From an optimization exercise on the open Yosys and OpenROAD flow, aimed at small area, a short achievable clock period and few clock cycles per item; shortcuts taken in it are not production practice.
Power is estimated from default activity; no workload was simulated.

## violet
==> flow/design.v <==
`timescale 1ns / 1ps
`default_nettype none
package rbcr_pkg;
    localparam int MODE_W    = 3;
    localparam int SLOT_W    = 6;
    localparam int TAG_W     = 16;
    localparam int UOP_W     = 4;
    localparam int REQ_W     = 7;
    localparam int CNT_W     = 7;
    localparam int CTR_W     = 32;
    localparam int CFG_IDX_W = 2;
    localparam int CFG_DAT_W = 7;
    localparam logic [MODE_W-1:0] MODE_ALLOC  = 3'd0;
    localparam logic [MODE_W-1:0] MODE_POP    = 3'd1;
    localparam logic [MODE_W-1:0] MODE_COMMIT = 3'd2;
    localparam logic [MODE_W-1:0] MODE_RETIRE = 3'd3;
    localparam logic [MODE_W-1:0] MODE_FLUSH  = 3'd4;
    localparam logic [MODE_W-1:0] MODE_QUERY  = 3'd5;
    localparam logic [1:0] ST_OK       = 2'd0;
    localparam logic [1:0] ST_FULL     = 2'd1;
    localparam logic [1:0] ST_EMPTY    = 2'd2;
    localparam logic [1:0] ST_MISMATCH = 2'd3;
    localparam logic [CFG_IDX_W-1:0] CFG_CAPACITY = 2'd0;
    localparam logic [CFG_IDX_W-1:0] CFG_REMOVE   = 2'd1;
    localparam logic [CFG_IDX_W-1:0] CFG_SIM      = 2'd2;
    typedef struct packed {
        logic [MODE_W-1:0] mode;
        logic [SLOT_W-1:0] slot;
        logic [TAG_W-1:0]  op_tag;
        logic [UOP_W-1:0]  uop_number;
        logic [REQ_W-1:0]  request_count;
    } t_in;
    typedef struct packed {
        logic [1:0]        status;
        logic [SLOT_W-1:0] alloc_slot;
        logic              can_allocate;
        logic [CNT_W-1:0]  flushed_count;
        logic [CNT_W-1:0]  freed_count;
        logic [CTR_W-1:0]  retired_ops_total;
        logic [CTR_W-1:0]  retired_insns_total;
        logic [CNT_W-1:0]  uncommitted_count;
        logic [CNT_W-1:0]  committed_count;
        logic              all_empty;
    } t_out;
    typedef struct packed {
        logic capture;
        logic exec;
        logic drain_step;
    } t_ctrl_cmd;
    typedef struct packed {
        logic drain_req;
        logic drain_more;
    } t_dp_stat;
endpackage
`default_nettype wire
`timescale 1ns / 1ps
`default_nettype none
module rbcr_datapath
(
    input  wire logic                  i_clk,
    input  wire logic                  i_rst_n,
    input  wire logic                  i_start,
    input  wire logic                  i_cfg_we,
    input  wire logic [1:0]            i_cfg_index,
    input  wire logic [6:0]            i_cfg_data,
    input  rbcr_pkg::t_in              i_cmd,
    output logic                       o_busy,
    output logic                       o_done,
    output rbcr_pkg::t_out             o_result
);
    logic [5:0]  r_head, r_commit, r_tail;
    logic [6:0]  r_com, r_unc;
    logic [31:0] r_ops, r_insns;
    logic [63:0] r_marks;
    logic [63:0] r_zero;
    logic [6:0]  r_cap;
    logic        r_roc;
    logic        r_sim;
    logic        r_done;
    logic        r_wait;
    logic [5:0]  r_probe;
    logic [1:0]  r_status, n_status;
    logic [5:0]  r_alloc, n_alloc;
    logic        r_can, n_can;
    logic [6:0]  r_flushed, n_flushed;
    logic [6:0]  r_freed, n_freed;
    logic [5:0]  n_head, n_commit, n_tail;
    logic [6:0]  n_com, n_unc;
    logic [6:0]  r_occ, n_occ;
    logic [5:0]  occ_base;
    logic [5:0]  n_probe;
    wire  [2:0]  mode = i_cmd.mode;
    wire  [5:0]  slot = i_cmd.slot;
    logic        scan_step;
    logic [5:0]  run;
    logic [5:0]  probe_inc;
    assign scan_step = (r_com != '0) && (r_probe != r_commit) && r_marks[r_probe];
    assign run       = r_probe - r_head;     
    assign probe_inc = r_probe + 1'b1;
    function automatic logic [5:0] add6(input logic [5:0] a, input logic [5:0] b);
        logic [5:0] p, g, gg, pp;
        p = a ^ b;
        g = a & b;
        gg = g;
        pp = p;
        for (int d = 1; d < 6; d = d * 2) begin
            for (int i = 5; i >= d; i--) begin
                gg[i] = gg[i] | (pp[i] & gg[i-d]);
                pp[i] = pp[i] & pp[i-d];
            end
        end
        add6 = p ^ {gg[4:0], 1'b0};
    endfunction
    function automatic logic [5:0] sub6(input logic [5:0] a, input logic [5:0] b);
        logic [5:0] p, g, gg, pp;
        p = a ^ ~b;
        g = a & ~b;
        gg = g;
        pp = p;
        gg[0] = g[0] | p[0];
        for (int d = 1; d < 6; d = d * 2) begin
            for (int i = 5; i >= d; i--) begin
                gg[i] = gg[i] | (pp[i] & gg[i-d]);
                pp[i] = pp[i] & pp[i-d];
            end
        end
        sub6 = p ^ {gg[4:0], 1'b1};
    endfunction
    logic        acc;
    logic        is_alloc, is_pop, is_commit, is_retire, is_flush, is_query;
    logic        full;
    logic        unc_zero;
    logic [5:0]  off;
    logic        flush_hit;
    logic [7:0]  cur;
    logic [7:0]  room;
    logic        fits;
    logic        in_com;
    logic        head_ret;
    logic        drain;
    logic        set_mark;
    logic        alloc_ok;
    logic        uop_zero;
    assign acc       = i_start && !r_wait;
    assign is_alloc  = acc && (mode == rbcr_pkg::MODE_ALLOC);
    assign is_pop    = acc && (mode == rbcr_pkg::MODE_POP);
    assign is_commit = acc && (mode == rbcr_pkg::MODE_COMMIT);
    assign is_retire = acc && (mode == rbcr_pkg::MODE_RETIRE);
    assign is_flush  = acc && (mode == rbcr_pkg::MODE_FLUSH);
    assign is_query  = acc && (mode == rbcr_pkg::MODE_QUERY);
    assign full      = r_occ[6];              
    assign unc_zero  = (r_unc == '0);
    assign off       = sub6(slot, r_commit);
    assign occ_base  = 6'(r_com) - r_commit;   
    assign flush_hit = r_unc[6] ||
                       ((r_commit <= r_tail) ? ((slot >= r_commit) && (slot < r_tail))
                                             : ((slot >= r_commit) || (slot < r_tail)));
    assign cur       = r_roc ? 8'(r_unc) : 8'(r_occ);
    assign room      = {1'b0, r_cap} - cur;      
    assign fits      = !room[7] && (7'(i_cmd.request_count) <= room[6:0]);
    assign in_com    = r_com[6] ||
                       ((r_head <= r_commit) ? ((slot >= r_head) && (slot < r_commit))
                                             : ((slot >= r_head) || (slot < r_commit)));
    assign alloc_ok  = is_alloc && !full;
    assign uop_zero  = (i_cmd.uop_number == '0);
    assign head_ret  = is_retire && r_sim && (slot == r_head) && (r_com != '0);
    assign drain     = (head_ret || r_wait) && !scan_step;
    assign set_mark  = is_retire && r_sim && in_com;
    always_comb begin
        n_head    = r_head;
        n_commit  = r_commit;
        n_tail    = r_tail;
        n_com     = r_com;
        n_unc     = r_unc;
        n_occ     = r_occ;
        n_probe   = (scan_step || drain) ? probe_inc : r_probe;
        n_status  = rbcr_pkg::ST_OK;
        n_alloc   = '0;
        n_can     = 1'b0;
        n_flushed = '0;
        n_freed   = '0;
        if (is_alloc) begin
            if (full) begin
                n_status = rbcr_pkg::ST_FULL;
            end else begin
                n_alloc = r_tail;
                n_tail  = r_tail + 1'b1;
                n_unc   = r_unc + 1'b1;
                n_occ   = r_occ + 1'b1;
            end
        end
        if (is_pop) begin
            if (unc_zero) begin
                n_status = rbcr_pkg::ST_EMPTY;
            end else begin
                n_tail = r_tail - 1'b1;
                n_unc  = r_unc - 1'b1;
                n_occ  = r_occ - 1'b1;
            end
        end
        if (is_commit && r_sim) begin
            if (unc_zero) begin
                n_status = rbcr_pkg::ST_EMPTY;
            end else begin
                if (slot != r_commit) n_status = rbcr_pkg::ST_MISMATCH;
                n_commit = r_commit + 1'b1;
                n_unc    = r_unc - 1'b1;
                n_com    = r_com + 1'b1;
            end
        end
        if (drain) begin
            n_head  = r_probe;
            n_com   = {1'b0, sub6(r_commit, r_probe)};
            n_freed = {run == '0, run};
            n_occ   = {1'b0, sub6(r_tail, r_probe)};    
        end
        if (is_flush && flush_hit) begin
            n_flushed = {slot == r_tail, sub6(r_tail, slot)};
            n_occ     = {1'b0, add6(occ_base, slot)};    
            n_unc     = 7'(off);
            n_tail    = slot;
        end
        if (is_query) begin
            n_can = fits;
        end
    end
    always_ff @(posedge i_clk) begin
        if (!i_rst_n) begin
            r_head   <= '0;
            r_commit <= '0;
            r_tail   <= '0;
            r_com    <= '0;
            r_unc    <= '0;
            r_probe  <= 6'd1;
            r_ops    <= '0;
            r_insns  <= '0;
            r_occ    <= '0;
            r_cap    <= 7'd64;
            r_roc    <= 1'b0;
            r_sim    <= 1'b1;
            r_done   <= 1'b0;
            r_wait   <= 1'b0;
        end else begin
            r_head   <= n_head;
            r_commit <= n_commit;
            r_tail   <= n_tail;
            r_com    <= n_com;
            r_unc    <= n_unc;
            r_occ    <= n_occ;
            r_probe  <= n_probe;
            r_wait   <= (head_ret || r_wait) && scan_step;
            r_done   <= (acc && !head_ret) || drain;
            if (is_retire) r_ops <= r_ops + 1'b1;
            if (is_retire && slot_zero) r_insns <= r_insns + 1'b1;
            if (i_cfg_we) begin
                case (i_cfg_index)
                    rbcr_pkg::CFG_CAPACITY: r_cap <= i_cfg_data;
                    rbcr_pkg::CFG_REMOVE:   r_roc <= i_cfg_data[0];
                    rbcr_pkg::CFG_SIM:      r_sim <= i_cfg_data[0];
                    default: begin
                    end
                endcase
            end
        end
    end
    logic [7:0]  set_row, slot_row, slot_col, we_row, tail_col, zero_row;
    logic [63:0] we, set;
    logic        slot_zero;
    always_comb begin
        for (int j = 0; j < 8; j++) begin
            set_row[j]  = set_mark && (slot[5:3] == 3'(j));
            slot_row[j] = (slot[5:3] == 3'(j));
            slot_col[j] = (slot[2:0] == 3'(j));
            we_row[j]   = alloc_ok && (r_tail[5:3] == 3'(j));
            tail_col[j] = (r_tail[2:0] == 3'(j));
        end
        for (int i = 0; i < 64; i++) begin
            we[i]  = we_row[i / 8] && tail_col[i % 8];
            set[i] = set_row[i / 8] && slot_col[i % 8];
        end
        for (int j = 0; j < 8; j++) zero_row[j] = |(slot_col & r_zero[8*j +: 8]);
        slot_zero = |(slot_row & zero_row);
    end
    always_ff @(posedge i_clk) begin
        r_status  <= n_status;
        r_alloc   <= n_alloc;
        r_can     <= n_can;
        r_flushed <= n_flushed;
        r_freed   <= n_freed;
        for (int i = 0; i < 64; i++) begin
            r_marks[i] <= set[i] || (r_marks[i] && !we[i]);
            if (we[i]) r_zero[i] <= uop_zero;
        end
    end
    assign o_busy = r_wait;
    assign o_done = r_done;
    assign o_result.status              = r_status;
    assign o_result.alloc_slot          = r_alloc;
    assign o_result.can_allocate        = r_can;
    assign o_result.flushed_count       = r_flushed;
    assign o_result.freed_count         = r_freed;
    assign o_result.retired_ops_total   = r_ops;
    assign o_result.retired_insns_total = r_insns;
    assign o_result.uncommitted_count   = r_unc;
    assign o_result.committed_count     = r_com;
    assign o_result.all_empty           = (r_occ == '0);
endmodule
`default_nettype wire
`timescale 1ns / 1ps
`default_nettype none
module reorder_buffer_commit_retire_unit
#(
    parameter int RING_DEPTH = 64
) (
    input  wire logic                  i_clk,
    input  wire logic                  i_rst_n,
    input  wire logic                  start,
    output logic                       busy,
    input  wire logic [35:0]           i_cmd,
    output logic                       o_done,
    output logic [101:0]               o_result,
    input  wire logic                  i_cfg_we,
    input  wire logic [1:0]            i_cfg_index,
    input  wire logic [6:0]            i_cfg_data
);
    rbcr_pkg::t_in       cmd;
    rbcr_pkg::t_out      result;
    assign cmd      = i_cmd;
    assign o_result = result;
    rbcr_datapath u_datapath (
        .i_clk       (i_clk),
        .i_rst_n     (i_rst_n),
        .i_start     (start),
        .i_cfg_we    (i_cfg_we),
        .i_cfg_index (i_cfg_index),
        .i_cfg_data  (i_cfg_data),
        .i_cmd       (cmd),
        .o_busy      (busy),
        .o_done      (o_done),
        .o_result    (result)
    );
endmodule
`default_nettype wire
==> flow/config.mk <==
export PLATFORM = sky130hd
export DESIGN_NAME = reorder_buffer_commit_retire_unit
export DESIGN_NICKNAME = reorder_buffer_commit_retire_unit
export VERILOG_FILES = /design/flow/design.v
export SDC_FILE = /design/flow/constraint.sdc
export NUM_CORES = 4
export LEC_CHECK = 0
export CAP_MARGIN = 20
export CORE_MARGIN = 2
export CORE_UTILIZATION = 40
export SETUP_SLACK_MARGIN = 1.6
export SLEW_MARGIN = 20
==> flow/constraint.sdc <==
create_clock -name core_clock -period 5.0 [get_ports {i_clk}]
set_input_delay 1.0000 -clock core_clock [delete_from_list [all_inputs] [get_ports {i_clk}]]
set_output_delay 1.0000 -clock core_clock [all_outputs]
set_load 0.01 [all_outputs]
standard.sh (not shown) runs the stock make flow with config.mk's settings and CLKGATE_MAP_FILE= SYNTH_SCRIPT=/design/flow/synth_recipe.tcl, a recipe that flattens the netlist after the stock synthesis.
==> flow/flow/run.sh <==
#!/bin/bash
# The standard layout, with resizer and synthesis options changed:
# - the port buffers are plain buffers (the default pick is a slow delay buffer);
# - resizing may swap a cell for one of another footprint;
# - adders are left to ABC instead of being mapped to the library's
#   ripple full/half-adder cells, so ABC can restructure them for speed.
set -euo pipefail
bash standard.sh "BUFFER_PORTS_ARGS=-buffer_cell sky130_fd_sc_hd__buf_1" \
    MATCH_CELL_FOOTPRINT=0 ADDER_MAP_FILE= finish > make_finish.log 2>&1
Modified inputs, onyx compared to violet
--- a/flow/design.v
+++ b/flow/design.v
@@ -81,8 +81,8 @@
     logic [5:0]  r_probe;
     logic [1:0]  r_status, n_status;
-    logic [5:0]  r_alloc, n_alloc;
+    localparam logic [1:0] K_NONE = 2'd0, K_ALLOC = 2'd1, K_FLUSH = 2'd2, K_FREED = 2'd3;
+    logic [6:0]  r_val, n_val;
+    logic [1:0]  r_kind, n_kind;
     logic        r_can, n_can;
-    logic [6:0]  r_flushed, n_flushed;
-    logic [6:0]  r_freed, n_freed;
     logic [5:0]  n_head, n_commit, n_tail;
     logic [6:0]  n_com, n_unc;
@@ -98,18 +98,4 @@
     assign run       = r_probe - r_head;     
     assign probe_inc = r_probe + 1'b1;
-    function automatic logic [5:0] add6(input logic [5:0] a, input logic [5:0] b);
-        logic [5:0] p, g, gg, pp;
-        p = a ^ b;
-        g = a & b;
-        gg = g;
-        pp = p;
-        for (int d = 1; d < 6; d = d * 2) begin
-            for (int i = 5; i >= d; i--) begin
-                gg[i] = gg[i] | (pp[i] & gg[i-d]);
-                pp[i] = pp[i] & pp[i-d];
-            end
-        end
-        add6 = p ^ {gg[4:0], 1'b0};
-    endfunction
     function automatic logic [5:0] sub6(input logic [5:0] a, input logic [5:0] b);
         logic [5:0] p, g, gg, pp;
@@ -176,13 +162,13 @@
         n_probe   = (scan_step || drain) ? probe_inc : r_probe;
         n_status  = rbcr_pkg::ST_OK;
-        n_alloc   = '0;
+        n_val     = {slot == r_tail, sub6(r_tail, slot)};    
+        n_kind    = K_NONE;
         n_can     = 1'b0;
-        n_flushed = '0;
-        n_freed   = '0;
         if (is_alloc) begin
             if (full) begin
                 n_status = rbcr_pkg::ST_FULL;
             end else begin
-                n_alloc = r_tail;
+                n_val   = 7'(r_tail);
+                n_kind  = K_ALLOC;
                 n_tail  = r_tail + 1'b1;
                 n_unc   = r_unc + 1'b1;
@@ -212,10 +198,11 @@
             n_head  = r_probe;
             n_com   = {1'b0, sub6(r_commit, r_probe)};
-            n_freed = {run == '0, run};
+            n_val   = {run == '0, run};
+            n_kind  = K_FREED;
             n_occ   = {1'b0, sub6(r_tail, r_probe)};    
         end
         if (is_flush && flush_hit) begin
-            n_flushed = {slot == r_tail, sub6(r_tail, slot)};
-            n_occ     = {1'b0, add6(occ_base, slot)};    
+            n_kind    = K_FLUSH;
+            n_occ     = {1'b0, 6'(occ_base + slot)};    
             n_unc     = 7'(off);
             n_tail    = slot;
@@ -284,8 +271,7 @@
     always_ff @(posedge i_clk) begin
         r_status  <= n_status;
-        r_alloc   <= n_alloc;
+        r_val     <= n_val;
+        r_kind    <= n_kind;
         r_can     <= n_can;
-        r_flushed <= n_flushed;
-        r_freed   <= n_freed;
         for (int i = 0; i < 64; i++) begin
             r_marks[i] <= set[i] || (r_marks[i] && !we[i]);
@@ -296,8 +282,8 @@
     assign o_done = r_done;
     assign o_result.status              = r_status;
-    assign o_result.alloc_slot          = r_alloc;
+    assign o_result.alloc_slot          = (r_kind == K_ALLOC) ? r_val[5:0] : '0;
     assign o_result.can_allocate        = r_can;
-    assign o_result.flushed_count       = r_flushed;
-    assign o_result.freed_count         = r_freed;
+    assign o_result.flushed_count       = (r_kind == K_FLUSH) ? r_val : '0;
+    assign o_result.freed_count         = (r_kind == K_FREED) ? r_val : '0;
     assign o_result.retired_ops_total   = r_ops;
     assign o_result.retired_insns_total = r_insns;
Notes after the runs:
- onyx ended with less period utilization than violet.
- Between violet and onyx, the difference in simple-gate share of the synthesized area is negligible.
- As of onyx, aggregate routed wire length had fallen by a few percent compared to violet.
- Critical path depth: onyx vs violet — no meaningful difference
- Summary of the comparison: part of the power in combinational logic is higher in onyx, relative to violet.
- Post-synthesis compound-gate area fraction (onyx over violet): decrease, 2.2 points
- For the number of fill cells, onyx came in 18 lower than violet did.
No run of this note included a check of the RTL's function; only the layout flow was run.

[static timing again, ports no longer ideal]
The flow's constraints put no driver on any port. The routed layouts listed below were extracted and timed again, unchanged, in two steps. Step 1 (the two cells are an assumption about what drives the block):
set clk [get_ports {i_clk}]
set_driving_cell -lib_cell sky130_fd_sc_hd__clkbuf_16 $clk
set_driving_cell -lib_cell sky130_fd_sc_hd__buf_2 [delete_from_list [all_inputs] $clk]
Step 2, shift: input delay + t, output delay - t, t = (earliest + latest rising clock arrival at the registers) / 2. This alone moves slack from input paths to output paths. Three values: ideal, step 1, step 2; two values: the first two.
run | shift t [ns] | slack for setup (ns) | worst slew at a driven data input, ns
violet | 0.566 | 1.587 / 1.587 / 1.021 | 0.07
onyx | 0.612 | 1.658 / 1.679 / 1.067 | 0.05
After both steps every run listed still meets setup and hold. The setup slack of onyx, which loses most, moves by +0.021 ns with the drivers and by -0.591 ns with both steps.
